From an optimization exercise on the open Yosys and OpenROAD flow, aimed at small area, a short achievable clock period and few clock cycles per item; shortcuts taken in it are not production practice. Function was checked by simulation only, so behaviour that the tests miss may differ from the original. Power and IR drop assume default switching activity.

## frequency_based_cache_replacement_core
module frequency_based_cache_replacement_core (
   input  logic        clock,
   input  logic        reset,
   input  logic        req_tvalid,
   output logic        req_tready,
   input  logic [47:0] req_tdata,
   output logic        rsp_tvalid,
   input  logic        rsp_tready,
   output logic [55:0] rsp_tdata,
   output logic [1:0]  rsp_tuser,
   input  logic        csr_valid,
   output logic        csr_ready,
   input  logic [0:0]  csr_index,
   input  logic [4:0]  csr_data
);
Size in the first run: roughly 5,900 cells after synthesis, roughly 120 I/O pins, ~0.076 mm^2 of cells after synthesis.
Settings: LEC_CHECK=0, CAP_MARGIN=20, CORE_MARGIN=2, CORE_UTILIZATION=45, SETUP_SLACK_MARGIN=5, SLEW_MARGIN=20, TNS_END_PERCENT=30; clock period 10.0 ns.
standard.sh (not shown) runs the stock make flow with config.mk's settings and CLKGATE_MAP_FILE= SYNTH_SCRIPT=/design/flow/synth_recipe.tcl, a recipe that flattens the netlist after the stock synthesis.
==> flow/flow/run.sh <==
#!/bin/bash
set -euo pipefail
MARGIN=$(cat flow/margin.txt)
EXTRA=""
while IFS= read -r line; do
  [[ -z "$line" ]] && continue
  EXTRA="$EXTRA '$line'"
done < flow/make_args.txt
sed -e "s/SETUP_SLACK_MARGIN=5/SETUP_SLACK_MARGIN=${MARGIN}/" \
    -e "s|\"\${@:-finish}\"|${EXTRA} \"\${@:-finish}\"|" \
    standard.sh > standard_tuned.sh
grep -q "SETUP_SLACK_MARGIN=${MARGIN}" standard_tuned.sh
bash standard_tuned.sh > make.log 2>&1
==> flow/flow/make_args.txt <==
CTS_ARGS=-sink_clustering_enable -repair_clock_nets -dont_use_dummy_load
BUFFER_PORTS_ARGS=-buffer_cell sky130_fd_sc_hd__buf_4
==> flow/flow/margin.txt <==
6.3
The starting point ran to the end with no violations.
Testbench counts at the start, summed over its fixed seeds: cycles 4,024, items 4,000.
Edit:
==> flow/flow/margin.txt (replaced) <==
6.5
--- a/flow/config.mk
+++ b/flow/config.mk
@@ -9,5 +9,5 @@
 export CORE_MARGIN = 2
-export CORE_UTILIZATION = 45
+export CORE_UTILIZATION = 50
 export SETUP_SLACK_MARGIN = 5
 export SLEW_MARGIN = 20
-export TNS_END_PERCENT = 30
+export TNS_END_PERCENT = 10
Area after synthesis is unchanged.
Hold slack is better by 0.014 ns.
Synthesized cell count stays the same.
Total power barely changes.
Edit:
==> flow/flow/run.sh (replaced) <==
#!/bin/bash
set -euo pipefail
MARGIN=$(cat flow/margin.txt)
CTS=$(cat flow/cts_args.txt)
sed -e "s/SETUP_SLACK_MARGIN=5/SETUP_SLACK_MARGIN=${MARGIN}/" \
    -e "s|\"\${@:-finish}\"|'CTS_ARGS=${CTS}' \"\${@:-finish}\"|" \
    standard.sh > standard_tuned.sh
grep -q "SETUP_SLACK_MARGIN=${MARGIN}" standard_tuned.sh
grep -q "CTS_ARGS=" standard_tuned.sh
bash standard_tuned.sh > make.log 2>&1
==> flow/flow/cts_args.txt (new file) <==
-sink_clustering_enable -repair_clock_nets -dont_use_dummy_load -buf_list {sky130_fd_sc_hd__clkbuf_4 sky130_fd_sc_hd__clkbuf_8}
--- a/flow/config.mk
+++ b/flow/config.mk
@@ -9,5 +9,5 @@
 export CORE_MARGIN = 2
-export CORE_UTILIZATION = 50
+export CORE_UTILIZATION = 45
 export SETUP_SLACK_MARGIN = 5
 export SLEW_MARGIN = 20
-export TNS_END_PERCENT = 10
+export TNS_END_PERCENT = 0
removed: flow/flow/make_args.txt
The new run produced a clean layout; non-clock buffer count is lower by 35; total power falls by 2.1%; routed wire length went up by 1.8%; area after synthesis is unchanged; die area came out higher by 11%; utilization fell by 6.5 points; critical path depth rises by 1; cell area decreases by 1.1%; fmax hardly moves; cell count climbs by 3.4%; clock-buffer cell count rises by 120.
Edit:
==> flow/flow/run.sh (replaced) <==
#!/bin/bash
set -euo pipefail
MARGIN=$(cat flow/margin.txt)
EXTRA=""
while IFS= read -r line; do
  [[ -z "$line" ]] && continue
  EXTRA="$EXTRA '$line'"
done < flow/make_args.txt
sed -e "s/SETUP_SLACK_MARGIN=5/SETUP_SLACK_MARGIN=${MARGIN}/" \
    -e "s|\"\${@:-finish}\"|${EXTRA} \"\${@:-finish}\"|" \
    standard.sh > standard_tuned.sh
grep -q "SETUP_SLACK_MARGIN=${MARGIN}" standard_tuned.sh
bash standard_tuned.sh > make.log 2>&1
==> flow/flow/make_args.txt (new file) <==
CTS_ARGS=-sink_clustering_enable -repair_clock_nets -dont_use_dummy_load
BUFFER_PORTS_ARGS=-buffer_cell sky130_fd_sc_hd__buf_4
--- a/flow/config.mk
+++ b/flow/config.mk
@@ -12,2 +12,2 @@
 export SLEW_MARGIN = 20
-export TNS_END_PERCENT = 0
+export TNS_END_PERCENT = 20
removed: flow/flow/cts_args.txt
Worst setup slack gets better by 0.19 ns.
Wire length shrinks by 1.9%.
Maximum frequency rose by about 5%.
Via count rises by 1.2%.
Sequential cell count does not change.
Edit:
==> flow/flow/run.sh (replaced) <==
#!/bin/bash
set -euo pipefail
MARGIN=$(cat flow/margin.txt)
CTS=$(cat flow/cts_args.txt)
sed -e "s/SETUP_SLACK_MARGIN=5/SETUP_SLACK_MARGIN=${MARGIN}/" \
    -e "s|\"\${@:-finish}\"|'CTS_ARGS=${CTS}' \"\${@:-finish}\"|" \
    standard.sh > standard_tuned.sh
grep -q "SETUP_SLACK_MARGIN=${MARGIN}" standard_tuned.sh
grep -q "CTS_ARGS=" standard_tuned.sh
bash standard_tuned.sh > make.log 2>&1
==> flow/flow/cts_args.txt (new file) <==
-sink_clustering_enable -repair_clock_nets -dont_use_dummy_load -buf_list {sky130_fd_sc_hd__clkbuf_4 sky130_fd_sc_hd__clkbuf_8}
--- a/flow/config.mk
+++ b/flow/config.mk
@@ -12,2 +12 @@
 export SLEW_MARGIN = 20
-export TNS_END_PERCENT = 20
removed: flow/flow/make_args.txt
The changed run ran to the end with no violations.
Non-clock buffer count is higher by 267.
Final area is higher by a few percent.
Area after synthesis is unchanged.

-- separate check: timing with driven ports --
Ports are ideal in the flow. The routed layouts listed here were re-timed in OpenROAD.
Step 1 sets driving cells, clkbuf_16 on the clock port and buf_2 on the other inputs (assumed; they add their load-dependent delay and slew).
Step 2 times the ports against the registers' clock, not the clock port: input delays grow and output delays shrink by t, the midpoint of the rising clock arrivals with the driver on.
a / b / c = no drivers / after step 1 / after step 2; a / b = the first two.
run | shift t [ns] | setup WS [ns] | worst setup path at the end
the first run | 0.889 | 6.042 / 6.042 / 5.258 | input to register
the second run | 0.889 | 5.899 / 5.965 / 5.076 | input to register
the third run | 1.184 | 5.905 / 5.975 / 4.791 | input to register
the fourth run | 0.932 | 6.092 / 6.092 / 5.226 | input to register
the fifth run | 1.147 | 6.187 / 6.187 / 5.280 | input to register
After both steps setup and hold are still met in every run listed. For the third run, which loses most, drivers alone change the setup slack by +0.070 ns; drivers and shift together by -1.114 ns.
